This design comes from an exercise in tuning for a short achievable clock period and few clock cycles per item on the open sky130 flow, not from production work. In this exercise RTL edits were held to simulation tests only and were not proved equivalent to the original. Power and IR drop assume default switching activity.

--- design/flow/design.v ---
`default_nettype none
package rv_core_pkg;
    typedef struct packed {
        logic [6:0] funct7;
        logic [4:0] rs2;
        logic [4:0] rs1;
        logic [2:0] funct3;
        logic [4:0] rd;
        logic [6:0] opcode;
    } r_fmt_t;
    typedef struct packed {
        logic [11:0] imm_11_0;
        logic [4:0]  rs1;
        logic [2:0]  funct3;
        logic [4:0]  rd;
        logic [6:0]  opcode;
    } i_fmt_t;
    typedef struct packed {
        logic [6:0] imm_11_5;
        logic [4:0] rs2;
        logic [4:0] rs1;
        logic [2:0] funct3;
        logic [4:0] imm_4_0;
        logic [6:0] opcode;
    } s_fmt_t;
    typedef struct packed {
        logic       imm_12;
        logic [5:0] imm_10_5;
        logic [4:0] rs2;
        logic [4:0] rs1;
        logic [2:0] funct3;
        logic [3:0] imm_4_1;
        logic       imm_11;
        logic [6:0] opcode;
    } b_fmt_t;
    typedef struct packed {
        logic [32-1:12] imm_31_12;
        logic [4:0]           rd;
        logic [6:0]           opcode;
    } u_fmt_t;
    typedef struct packed {
        logic       imm_20;
        logic [9:0] imm_10_1;
        logic       imm_11;
        logic [7:0] imm_19_12;
        logic [4:0] rd;
        logic [6:0] opcode;
    } j_fmt_t;
    typedef union packed {
        r_fmt_t r_fmt;
        i_fmt_t i_fmt;
        s_fmt_t s_fmt;
        b_fmt_t b_fmt;
        u_fmt_t u_fmt;
        j_fmt_t j_fmt;
    } instr_u;
    typedef enum logic [3:0] {
        ALU_ADD, ALU_SUB, ALU_AND, ALU_OR, ALU_XOR,
        ALU_SLL, ALU_SRL, ALU_SRA, ALU_SLT, ALU_SLTU
    } alu_op_e;
    typedef enum logic [3:0] {
        BR_NONE, BR_EQ, BR_NE, BR_LT, BR_GE,
        BR_LTU, BR_GEU, BR_JAL, BR_JALR
    } br_cond_e;
    typedef enum logic [1:0] {
        SRC_A_RS1, SRC_A_PC, SRC_A_ZERO
    } src_a_e;
    typedef enum logic {
        SRC_B_RS2, SRC_B_IMM
    } src_b_e;
endpackage
`default_nettype wire
`timescale 1ns/1ps
`default_nettype none
module fetch_unit (
    input  wire logic                clk,
    input  wire logic                rst_n_i,
    input  wire logic                redirect_i,
    input  wire logic [32-1:0] target_i,
    output logic      [32-1:0] imem_addr_o,
    input  wire rv_core_pkg::instr_u imem_data_i,
    output logic                     f_valid_o,
    output logic      [32-1:0] f_pc_o,
    output rv_core_pkg::instr_u      f_instr_o
);
    logic [32-1:0] pc_q;
    assign imem_addr_o = pc_q;
    always_ff @(posedge clk or negedge rst_n_i) begin
        if (!rst_n_i) begin
            pc_q      <= 32'h0000_0000;
            f_valid_o <= 1'b0;
        end else if (redirect_i) begin
            pc_q      <= target_i;
            f_valid_o <= 1'b0;
        end else begin
            pc_q      <= pc_q + 4;
            f_valid_o <= 1'b1;
        end
    end
    always_ff @(posedge clk) begin
        f_pc_o <= pc_q;
        if (redirect_i) begin
            f_instr_o <= rv_core_pkg::instr_u'(32'h0000_0013);
        end else begin
            f_instr_o <= imem_data_i;
        end
    end
endmodule
`default_nettype wire
`timescale 1ns/1ps
`default_nettype none
module decode_unit (
    input  wire logic                 clk,
    input  wire logic                 rst_n_i,
    input  wire logic                 flush_i,
    input  wire logic                 f_valid_i,
    input  wire logic  [32-1:0] f_pc_i,
    input  wire rv_core_pkg::instr_u  f_instr_i,
    output logic                [4:0] rs1_addr_o,
    output logic                [4:0] rs2_addr_o,
    input  wire logic  [32-1:0] rs1_data_i,
    input  wire logic  [32-1:0] rs2_data_i,
    output logic                      d_valid_o,
    output logic       [32-1:0] d_pc_o,
    output logic                [4:0] d_rs1_addr_o,
    output logic                [4:0] d_rs2_addr_o,
    output logic       [32-1:0] d_rs1_data_o,
    output logic       [32-1:0] d_rs2_data_o,
    output logic       [32-1:0] d_imm_o,
    output logic                [4:0] d_rd_o,
    output logic                      d_wen_o,
    output rv_core_pkg::alu_op_e      d_alu_op_o,
    output rv_core_pkg::src_a_e       d_src_a_o,
    output rv_core_pkg::src_b_e       d_src_b_o,
    output rv_core_pkg::br_cond_e     d_br_o
);
    logic [32-1:0] imm_i, imm_u, imm_b, imm_j, imm;
    rv_core_pkg::alu_op_e             alu_op;
    rv_core_pkg::src_a_e              src_a;
    rv_core_pkg::src_b_e              src_b;
    rv_core_pkg::br_cond_e            br;
    logic                wen;
    function automatic rv_core_pkg::alu_op_e alu_from_funct(input logic [2:0] funct3,
                                               input logic alt,
                                               input logic is_reg);
        case (funct3)
            3'b000:  alu_from_funct = (alt && is_reg) ? rv_core_pkg::ALU_SUB : rv_core_pkg::ALU_ADD;
            3'b001:  alu_from_funct = rv_core_pkg::ALU_SLL;
            3'b010:  alu_from_funct = rv_core_pkg::ALU_SLT;
            3'b011:  alu_from_funct = rv_core_pkg::ALU_SLTU;
            3'b100:  alu_from_funct = rv_core_pkg::ALU_XOR;
            3'b101:  alu_from_funct = alt ? rv_core_pkg::ALU_SRA : rv_core_pkg::ALU_SRL;
            3'b110:  alu_from_funct = rv_core_pkg::ALU_OR;
            default: alu_from_funct = rv_core_pkg::ALU_AND;
        endcase
    endfunction
    assign rs1_addr_o = f_instr_i.r_fmt.rs1;
    assign rs2_addr_o = f_instr_i.r_fmt.rs2;
    assign imm_i = {{(32-12){f_instr_i.i_fmt.imm_11_0[11]}}, f_instr_i.i_fmt.imm_11_0};
    assign imm_u = {f_instr_i.u_fmt.imm_31_12, 12'b0};
    assign imm_b = {{(32-12){f_instr_i.b_fmt.imm_12}}, f_instr_i.b_fmt.imm_11,
                    f_instr_i.b_fmt.imm_10_5, f_instr_i.b_fmt.imm_4_1, 1'b0};
    assign imm_j = {{(32-20){f_instr_i.j_fmt.imm_20}}, f_instr_i.j_fmt.imm_19_12,
                    f_instr_i.j_fmt.imm_11, f_instr_i.j_fmt.imm_10_1, 1'b0};
    always_comb begin
        alu_op = alu_from_funct(f_instr_i.r_fmt.funct3, f_instr_i.r_fmt.funct7[5],
                                f_instr_i.r_fmt.opcode[5]);
        src_a  = rv_core_pkg::SRC_A_RS1;
        src_b  = rv_core_pkg::SRC_B_IMM;
        br     = rv_core_pkg::BR_NONE;
        wen    = 1'b1;
        imm    = imm_i;
        case (f_instr_i.r_fmt.opcode)
            7'b0110011: src_b = rv_core_pkg::SRC_B_RS2;
            7'b0010011: ;
            7'b0110111: begin
                alu_op = rv_core_pkg::ALU_ADD;
                src_a  = rv_core_pkg::SRC_A_ZERO;
                imm    = imm_u;
            end
            7'b0010111: begin
                alu_op = rv_core_pkg::ALU_ADD;
                src_a  = rv_core_pkg::SRC_A_PC;
                imm    = imm_u;
            end
            7'b1100011: begin
                src_b = rv_core_pkg::SRC_B_RS2;
                wen   = 1'b0;
                imm   = imm_b;
                case (f_instr_i.b_fmt.funct3)
                    3'b000:  br = rv_core_pkg::BR_EQ;
                    3'b001:  br = rv_core_pkg::BR_NE;
                    3'b100:  br = rv_core_pkg::BR_LT;
                    3'b101:  br = rv_core_pkg::BR_GE;
                    3'b110:  br = rv_core_pkg::BR_LTU;
                    3'b111:  br = rv_core_pkg::BR_GEU;
                    default: br = rv_core_pkg::BR_NONE;
                endcase
            end
            7'b1101111: begin
                br  = rv_core_pkg::BR_JAL;
                imm = imm_j;
            end
            7'b1100111: br = rv_core_pkg::BR_JALR;
            default: wen = 1'b0;
        endcase
    end
    always_ff @(posedge clk or negedge rst_n_i) begin
        if (!rst_n_i) begin
            d_valid_o <= 1'b0;
            d_wen_o   <= 1'b0;
            d_br_o    <= rv_core_pkg::BR_NONE;
        end else if (flush_i) begin
            d_valid_o <= 1'b0;
            d_wen_o   <= 1'b0;
            d_br_o    <= rv_core_pkg::BR_NONE;
        end else begin
            d_valid_o <= f_valid_i;
            d_wen_o   <= wen;
            d_br_o    <= br;
        end
    end
    always_ff @(posedge clk) begin
        d_pc_o       <= f_pc_i;
        d_rs1_addr_o <= f_instr_i.r_fmt.rs1;
        d_rs2_addr_o <= f_instr_i.r_fmt.rs2;
        d_rs1_data_o <= rs1_data_i;
        d_rs2_data_o <= rs2_data_i;
        d_imm_o      <= imm;
        d_rd_o       <= f_instr_i.r_fmt.rd;
        d_alu_op_o   <= alu_op;
        d_src_a_o    <= src_a;
        d_src_b_o    <= src_b;
    end
endmodule
`default_nettype wire
`timescale 1ns/1ps
`default_nettype none
module execute_unit (
    input  wire logic                  clk,
    input  wire logic                  rst_n_i,
    input  wire logic                  d_valid_i,
    input  wire logic   [32-1:0] d_pc_i,
    input  wire logic            [4:0] d_rs1_addr_i,
    input  wire logic            [4:0] d_rs2_addr_i,
    input  wire logic   [32-1:0] d_rs1_data_i,
    input  wire logic   [32-1:0] d_rs2_data_i,
    input  wire logic   [32-1:0] d_imm_i,
    input  wire logic            [4:0] d_rd_i,
    input  wire logic                  d_wen_i,
    input  wire rv_core_pkg::alu_op_e  d_alu_op_i,
    input  wire rv_core_pkg::src_a_e   d_src_a_i,
    input  wire rv_core_pkg::src_b_e   d_src_b_i,
    input  wire rv_core_pkg::br_cond_e d_br_i,
    output logic                       redirect_o,
    output logic        [32-1:0] target_o,
    output logic                       w_valid_o,
    output logic        [32-1:0] w_pc_o,
    output logic                 [4:0] w_rd_o,
    output logic                       w_wen_o,
    output logic        [32-1:0] w_data_o
);
    logic [32-1:0] rs1_val, rs2_val;
    logic [32-1:0] op_a, op_b;
    logic [32-1:0] alu_res, jalr_sum, result;
    logic                taken;
    assign rs1_val = (w_wen_o && w_rd_o == d_rs1_addr_i) ? w_data_o : d_rs1_data_i;
    assign rs2_val = (w_wen_o && w_rd_o == d_rs2_addr_i) ? w_data_o : d_rs2_data_i;
    always_comb begin
        case (d_src_a_i)
            rv_core_pkg::SRC_A_RS1: op_a = rs1_val;
            rv_core_pkg::SRC_A_PC:  op_a = d_pc_i;
            default:   op_a = '0;
        endcase
        op_b = (d_src_b_i == rv_core_pkg::SRC_B_RS2) ? rs2_val : d_imm_i;
    end
    always_comb begin
        case (d_alu_op_i)
            rv_core_pkg::ALU_SUB:  alu_res = op_a - op_b;
            rv_core_pkg::ALU_AND:  alu_res = op_a & op_b;
            rv_core_pkg::ALU_OR:   alu_res = op_a | op_b;
            rv_core_pkg::ALU_XOR:  alu_res = op_a ^ op_b;
            rv_core_pkg::ALU_SLL:  alu_res = op_a << op_b[4:0];
            rv_core_pkg::ALU_SRL:  alu_res = op_a >> op_b[4:0];
            rv_core_pkg::ALU_SRA:  alu_res = $signed(op_a) >>> op_b[4:0];
            rv_core_pkg::ALU_SLT:  alu_res = {{(32-1){1'b0}}, $signed(op_a) < $signed(op_b)};
            rv_core_pkg::ALU_SLTU: alu_res = {{(32-1){1'b0}}, op_a < op_b};
            default:  alu_res = op_a + op_b;
        endcase
    end
    always_comb begin
        case (d_br_i)
            rv_core_pkg::BR_EQ:           taken = (rs1_val == rs2_val);
            rv_core_pkg::BR_NE:           taken = (rs1_val != rs2_val);
            rv_core_pkg::BR_LT:           taken = ($signed(rs1_val) < $signed(rs2_val));
            rv_core_pkg::BR_GE:           taken = ($signed(rs1_val) >= $signed(rs2_val));
            rv_core_pkg::BR_LTU:          taken = (rs1_val < rs2_val);
            rv_core_pkg::BR_GEU:          taken = (rs1_val >= rs2_val);
            rv_core_pkg::BR_JAL, rv_core_pkg::BR_JALR: taken = 1'b1;
            default:         taken = 1'b0;
        endcase
    end
    assign jalr_sum   = rs1_val + d_imm_i;
    assign target_o   = (d_br_i == rv_core_pkg::BR_JALR) ? {jalr_sum[32-1:1], 1'b0} : d_pc_i + d_imm_i;
    assign redirect_o = d_valid_i && taken;
    assign result = (d_br_i == rv_core_pkg::BR_JAL || d_br_i == rv_core_pkg::BR_JALR) ? d_pc_i + 4 : alu_res;
    always_ff @(posedge clk or negedge rst_n_i) begin
        if (!rst_n_i) begin
            w_valid_o <= 1'b0;
            w_wen_o   <= 1'b0;
        end else begin
            w_valid_o <= d_valid_i;
            w_wen_o   <= d_valid_i && d_wen_i && (d_rd_i != 5'd0);
        end
    end
    always_ff @(posedge clk) begin
        w_pc_o   <= d_pc_i;
        w_rd_o   <= d_rd_i;
        w_data_o <= result;
    end
endmodule
`default_nettype wire
`timescale 1ns/1ps
`default_nettype none
module reg_file (
    input  wire logic                clk,
    input  wire logic                rst_n_i,
    input  wire logic          [4:0] rs1_addr_i,
    input  wire logic          [4:0] rs2_addr_i,
    output logic      [32-1:0] rs1_data_o,
    output logic      [32-1:0] rs2_data_o,
    input  wire logic                w_valid_i,
    input  wire logic [32-1:0] w_pc_i,
    input  wire logic          [4:0] w_rd_i,
    input  wire logic                w_wen_i,
    input  wire logic [32-1:0] w_data_i,
    output logic                     retire_valid_o,
    output logic      [32-1:0] retire_pc_o,
    output logic               [4:0] retire_rd_o,
    output logic      [32-1:0] retire_data_o
);
    logic [32-1:0] regs_q [1:32-1];
    logic                wr_en;
    assign wr_en = w_valid_i && w_wen_i;
    assign rs1_data_o = (rs1_addr_i == 5'd0)               ? '0 :
                        (wr_en && w_rd_i == rs1_addr_i)    ? w_data_i :
                                                             regs_q[rs1_addr_i];
    assign rs2_data_o = (rs2_addr_i == 5'd0)               ? '0 :
                        (wr_en && w_rd_i == rs2_addr_i)    ? w_data_i :
                                                             regs_q[rs2_addr_i];
    always_ff @(posedge clk or negedge rst_n_i) begin
        if (!rst_n_i) begin
            for (int i = 1; i < 32; i++) begin
                regs_q[i] <= '0;
            end
        end else if (wr_en) begin
            regs_q[w_rd_i] <= w_data_i;
        end
    end
    assign retire_valid_o = w_valid_i;
    assign retire_pc_o    = w_pc_i;
    assign retire_rd_o    = wr_en ? w_rd_i : 5'd0;
    assign retire_data_o  = wr_en ? w_data_i : '0;
endmodule
`default_nettype wire
`timescale 1ns/1ps
`default_nettype none
module rv_core (
    input  wire logic                clk,
    input  wire logic                rst_n_i,
    output logic      [32-1:0] imem_addr_o,
    input  wire logic [32-1:0] imem_data_i,
    output logic                     retire_valid_o,
    output logic      [32-1:0] retire_pc_o,
    output logic               [4:0] retire_rd_o,
    output logic      [32-1:0] retire_data_o
);
    logic                f_valid;
    logic [32-1:0] f_pc;
    rv_core_pkg::instr_u              f_instr;
    logic          [4:0] rs1_addr, rs2_addr;
    logic [32-1:0] rs1_data, rs2_data;
    logic                d_valid, d_wen;
    logic [32-1:0] d_pc, d_rs1_data, d_rs2_data, d_imm;
    logic          [4:0] d_rs1_addr, d_rs2_addr, d_rd;
    rv_core_pkg::alu_op_e             d_alu_op;
    rv_core_pkg::src_a_e              d_src_a;
    rv_core_pkg::src_b_e              d_src_b;
    rv_core_pkg::br_cond_e            d_br;
    logic                redirect;
    logic [32-1:0] target;
    logic                w_valid, w_wen;
    logic [32-1:0] w_pc, w_data;
    logic          [4:0] w_rd;
    fetch_unit fetch_unit_i (
        .clk, .rst_n_i, .redirect_i(redirect), .target_i(target), .imem_addr_o,
        .imem_data_i(rv_core_pkg::instr_u'(imem_data_i)), .f_valid_o(f_valid), .f_pc_o(f_pc),
        .f_instr_o(f_instr)
    );
    decode_unit decode_unit_i (
        .clk, .rst_n_i, .flush_i(redirect), .f_valid_i(f_valid), .f_pc_i(f_pc),
        .f_instr_i(f_instr), .rs1_addr_o(rs1_addr), .rs2_addr_o(rs2_addr),
        .rs1_data_i(rs1_data), .rs2_data_i(rs2_data), .d_valid_o(d_valid), .d_pc_o(d_pc),
        .d_rs1_addr_o(d_rs1_addr), .d_rs2_addr_o(d_rs2_addr), .d_rs1_data_o(d_rs1_data),
        .d_rs2_data_o(d_rs2_data), .d_imm_o(d_imm), .d_rd_o(d_rd), .d_wen_o(d_wen),
        .d_alu_op_o(d_alu_op), .d_src_a_o(d_src_a), .d_src_b_o(d_src_b), .d_br_o(d_br)
    );
    execute_unit execute_unit_i (
        .clk, .rst_n_i, .d_valid_i(d_valid), .d_pc_i(d_pc), .d_rs1_addr_i(d_rs1_addr),
        .d_rs2_addr_i(d_rs2_addr), .d_rs1_data_i(d_rs1_data), .d_rs2_data_i(d_rs2_data),
        .d_imm_i(d_imm), .d_rd_i(d_rd), .d_wen_i(d_wen), .d_alu_op_i(d_alu_op),
        .d_src_a_i(d_src_a), .d_src_b_i(d_src_b), .d_br_i(d_br), .redirect_o(redirect),
        .target_o(target), .w_valid_o(w_valid), .w_pc_o(w_pc), .w_rd_o(w_rd),
        .w_wen_o(w_wen), .w_data_o(w_data)
    );
    reg_file reg_file_i (
        .clk, .rst_n_i, .rs1_addr_i(rs1_addr), .rs2_addr_i(rs2_addr),
        .rs1_data_o(rs1_data), .rs2_data_o(rs2_data), .w_valid_i(w_valid), .w_pc_i(w_pc),
        .w_rd_i(w_rd), .w_wen_i(w_wen), .w_data_i(w_data), .retire_valid_o,
        .retire_pc_o, .retire_rd_o, .retire_data_o
    );
endmodule
`default_nettype wire
--- design/flow/run.sh ---
#!/bin/bash
# synth_recipe.tcl (not shown) runs the flow's synth.tcl, then flattens the netlist and writes it again
# the make line also repeats each setting of config.mk as NAME=value (left out here)
make -C /OpenROAD-flow-scripts/flow DESIGN_CONFIG=/design/flow/config.mk WORK_HOME=/design/flow/orfs CLKGATE_MAP_FILE= SYNTH_SCRIPT=/design/flow/synth_recipe.tcl finish
--- design/flow/config.mk ---
export PLATFORM = sky130hd
export DESIGN_NAME = rv_core
export DESIGN_NICKNAME = rv_core
export VERILOG_FILES = /design/flow/design.v
export SDC_FILE = /design/flow/constraint.sdc
export NUM_CORES = 4
export LEC_CHECK = 0
export CAP_MARGIN = 20
export CORE_MARGIN = 2
export CORE_UTILIZATION = 30
export PLACE_DENSITY = 0.5
export SLEW_MARGIN = 20
--- design/flow/constraint.sdc ---
create_clock -name core_clock -period 6.5 [get_ports {clk}]
set_input_delay 1.3000 -clock core_clock [delete_from_list [all_inputs] [get_ports {clk}]]
set_output_delay 1.3000 -clock core_clock [all_outputs]
set_load 0.01 [all_outputs]
==> impl_metrics.py <==
metrics = {
    "outcome": {
        "status": "no timing/DRC/antenna violations",
    },
    "sta": {
        "rsz0062_at_grt": "no",
        "slew_headroom_pct": 15.1,
        "finalSetupViolCount": 0,
        "setup_slack_ns": 0.470,
        "timing.hold.ws_ns": 0.324,
        "max_freq_mhz": 166,
        "clock_skew_ns": 0.0446,
        "maxSlewViolCount": 0,
        "period_minus_slack_ns": 6.03,
        "hold_violations": 0,
        "finalCritPeriodShare_pct": 92.8,
        "tns_ns": 0,
        "worst_pin_slew_ns": 1.27,
    },
    "clock_network": {
        "cts_buffers": 145,
        "tritoncts": "built",
        "clk_latency_ns": 0.83,
        "clk_pin_slew_worst_paths_ns": 0.07,
        "h-tree-depth": 4,
        "cts_resized": 0,
        "root_buffer": "clkbuf_16",
        "clockBufferDepth": 3,
        "cts_setup_buffers": 0,
        "cts.sinks": 1316,
        "postCtsHoldBufs": 0,
    },
    "synthesis": {
        "synth_common_cells": "dfrtp_1, mux2_2, a22oi_1",
        "syn-instance-count": 7089,
        "avgSynthCellArea_um2": 10.3,
        "netlist.top_cell.by_area": "dfrtp_1",
        "syn-num-nets": 7319,
        "synthArstFlopShare_pct": 78.5,
        "synth-edff-count": 0,
        "synth_area_um2": 73200,
        "seq_area_frac_synth_pct": 43.0,
        "yosysWarnings": 5,
        "synth.top_cells.by_area": "dfrtp_1, mux2_2, dfxtp_1",
        "ys.flop_type": "dfrtp_1",
        "synth_cell_types": 94,
        "synth_most_common_cell": "dfrtp_1",
        "ys_ff_latch": 1316,
        "yosysTopAreaCellShare_pct": 35.3,
    },
    "worst_setup_path": {
        "crit_path_start_kind": "flip-flop",
        "path_class": "flip-flop to flip-flop",
        "crit_path_end_kind": "flip-flop",
        "required_ns": 7.18,
        "rrSetupSlack_ns": 0.47,
        "endpoint": "execute_unit_i.w_data_o[0]$_DFF_P_",
        "cp.arrival_ns": 6.71,
        "worstRegToRegCells": 17,
        "r2r-end": "execute_unit_i.w_data_o[0]$_DFF_P_",
        "reg2reg_from": "execute_unit_i.w_rd_o[4]$_DFF_P_",
        "crit_start": "execute_unit_i.w_rd_o[4]$_DFF_P_",
        "critical_path_peak_fanout": 23,
    },
    "global_routing": {
        "gr-usage-all-layers_pct": 31.5,
        "grt_pass1_wl_mm": 553,
        "grt_pass1_vias": 65918,
        "grt_max_degree": 155,
        "antenna_found_initial": 35,
        "gr-total-overflow": 0,
    },
    "drt": {
        "wl_per_cell_um": 39.1,
        "ant_nets": 0,
        "first_pass_iters": 10,
        "vias": 69261,
        "drtIter0Drc": 12083,
        "drcViolationCount": 0,
        "wirelength_mm": 407,
        "drt-vias-per-instance": 6.66,
    },
    "final_layout": {
        "drive_gt1_share_pct": 24.7,
        "layout.nets": 7289,
        "area_growth_pct": 15.9,
    },
    "place": {
        "port_buffers": 135,
        "dpl_worst_slack_ns": 0.646,
        "dp_hpwl_mm": 260,
        "gp_congestion": 1.03,
    },
    "floorplan": {
        "die_w_um": 498,
        "initial_utilization_pct": 30.1,
        "rows": 181,
        "pin_count": 136,
        "die_h_um": 498,
        "die_area_um2": 248000,
        "coreArea_um2": 243000,
    },
    "job": {
        "cap_violations": 0,
    },
    "power_and_ir_drop": {
        "p_per_area_nw_per_um2": 300,
        "peakVddDrop_mv": 0.254,
        "leakagePower_uw": 0.0373,
    },
    "hold_path": {
        "hold_class": "flip-flop to flip-flop",
    },
}
cells by family after synthesis:
family / synth area share (%)
adder cells (fa/ha/maj): 3.39
flip-flops: 43.0
AO/OA/AOI/OAI: 20.1
AND/OR/NAND/NOR: 9.66
buffers and inverters: 4.14
XOR/XNOR: 1.84
multiplexers: 17.9
cell type report:
class / count / area (um^2)
clock buffer: 211 / 4410
clock inverter: 56 / 664
fill: 24297 / 158000
sequential: 1316 / 31500
antenna: 15 / 37.5
tap: 3202 / 4010
multi-input combinational: 4990 / 39500
inverter: 140 / 528
timing repair buffer: 466 / 4190
through the flow:
step           cells  instance area [um^2]  util (%)  power, uW
4_1_cts        10379                 84800      34.9      25300
2_1_floorplan   7089                 73200         -      13100
3_5_place_dp   10112                 79700      32.8      16500
6_report       10396                 84900      34.9      25500
5_1_grt        10383                 84900      34.9      26200
3_3_place_gp   10111                 79700      32.8      16500
worst min path at each step:
stage,startpoint,end,slack (ns),depth (start not counted)
6_report,fetch_unit_i.f_pc_o[6]$_DFF_P_,decode_unit_i.d_pc_o[6]$_DFF_P_,0.32,0
5_1_grt,fetch_unit_i.f_pc_o[26]$_DFF_P_,decode_unit_i.d_pc_o[26]$_DFF_P_,0.33,0
4_1_cts,fetch_unit_i.f_pc_o[6]$_DFF_P_,decode_unit_i.d_pc_o[6]$_DFF_P_,0.32,0
3_5_place_dp,fetch_unit_i.f_pc_o[3]$_DFF_P_,decode_unit_i.d_pc_o[3]$_DFF_P_,0.31,0
3_3_place_gp,fetch_unit_i.f_pc_o[2]$_DFF_P_,decode_unit_i.d_pc_o[2]$_DFF_P_,0.31,0
2_1_floorplan,fetch_unit_i.f_pc_o[0]$_DFF_P_,decode_unit_i.d_pc_o[0]$_DFF_P_,0.31,0
critical path, cell delays in order (launching register included):
cell	delay (ns)
dfxtp_1	0.32
buf_4	0.20
xnor2_2	0.32
nand2_1	0.30
buf_4	0.33
o21ai_0	0.80
a221oi_2	0.14
ha_1	0.51
or3_1	0.43
nand2b_1	0.18
or4_1	0.43
o2bb2ai_2	0.16
nor3_1	0.18
or3_4	0.45
a2111oi_2	0.52
o21ai_0	0.22
a22oi_1	0.26
o41ai_1	0.09
registers in the layout (all words and copies together), names as in the netlist, 2 cells and up:
name                        count
decode_unit_i.d_alu_op_o        4
decode_unit_i.d_br_o            4
decode_unit_i.d_imm_o          32
decode_unit_i.d_pc_o           32
decode_unit_i.d_rd_o            5
decode_unit_i.d_rs1_addr_o      5
decode_unit_i.d_rs1_data_o     32
decode_unit_i.d_rs2_addr_o      5
decode_unit_i.d_rs2_data_o     32
decode_unit_i.d_src_a_o         2
execute_unit_i.w_data_o        32
execute_unit_i.w_pc_o          32
execute_unit_i.w_rd_o           5
fetch_unit_i.f_instr_o         32
fetch_unit_i.f_pc_o            32
fetch_unit_i.pc_q              32
reg_file_i.regs_q             992
routing by layer:
metal	track usage [%]	part of all wire, %
met5	0.154	0.040
met4	20.7	7.9
met3	11.9	13
met2	45.9	42
met1	38.6	37
where the power goes:
part           switching [uW]  internal (uW)
Combinational            4430           2190
Clock                    3810           5010
Sequential               1060           9010
cells in the final DEF, fill, tap and decap left out, types with 18 or more instances in the layout:
| master | count |
|---|---|
| dfrtp_1 | 1031 |
| mux2_2 | 1016 |
| a22oi_1 | 578 |
| nor2_1 | 321 |
| a21oi_1 | 305 |
| buf_4 | 302 |
| dfxtp_1 | 280 |
| nand2_1 | 258 |
| a221oi_1 | 227 |
| o21ai_0 | 226 |
| ha_1 | 192 |
| nand4_1 | 169 |
| mux2i_1 | 163 |
| nand3_1 | 163 |
| clkbuf_16 | 150 |
| a22o_1 | 140 |
| clkdlybuf4s50_1 | 134 |
| inv_1 | 133 |
| xnor2_1 | 100 |
| nor3_1 | 91 |
| a21o_1 | 79 |
| nor2_4 | 76 |
| a31oi_1 | 68 |
| and3_1 | 68 |
| a222oi_1 | 65 |
| and2_1 | 52 |
| xor2_1 | 50 |
| a211oi_1 | 46 |
| clkbuf_8 | 43 |
| nor4_1 | 40 |
| nand2b_1 | 39 |
| o22ai_1 | 35 |
| nor2b_1 | 30 |
| o211ai_1 | 28 |
| buf_12 | 28 |
| clkinv_2 | 25 |
| o21a_1 | 23 |
| or3_1 | 20 |
| clkbuf_1 | 18 |
Testbench counts, summed over its fixed seeds: cycles 44,357, items 32,339.

==> re-timing with driven ports <==
The results above use ideal ports. As a check the final layout listed here was re-extracted and re-timed, cells and wires unchanged.
Step 1, drivers: a clkbuf_16 drives clk and a buf_2 each remaining input, both assumed.
Step 2, shift: input delay + t, output delay - t, t = (earliest + latest rising clock arrival at the registers) / 2. This alone moves slack from input paths to output paths.
Slacks: no drivers / after step 1 / after step 2; pairs: no drivers / after step 1.
t (ns): 0.903
slack for setup (ns): 0.470 / 0.470 / 0.470
hold slack, ns: 0.324 / 0.324 / 0.324
worst setup path at the end: register to register
clock arrival spread, ns: 0.058 / 0.057
After both steps setup and hold are still met in this run. The setup slack of this run moves by 0.000 ns with the drivers and by 0.000 ns with both steps.
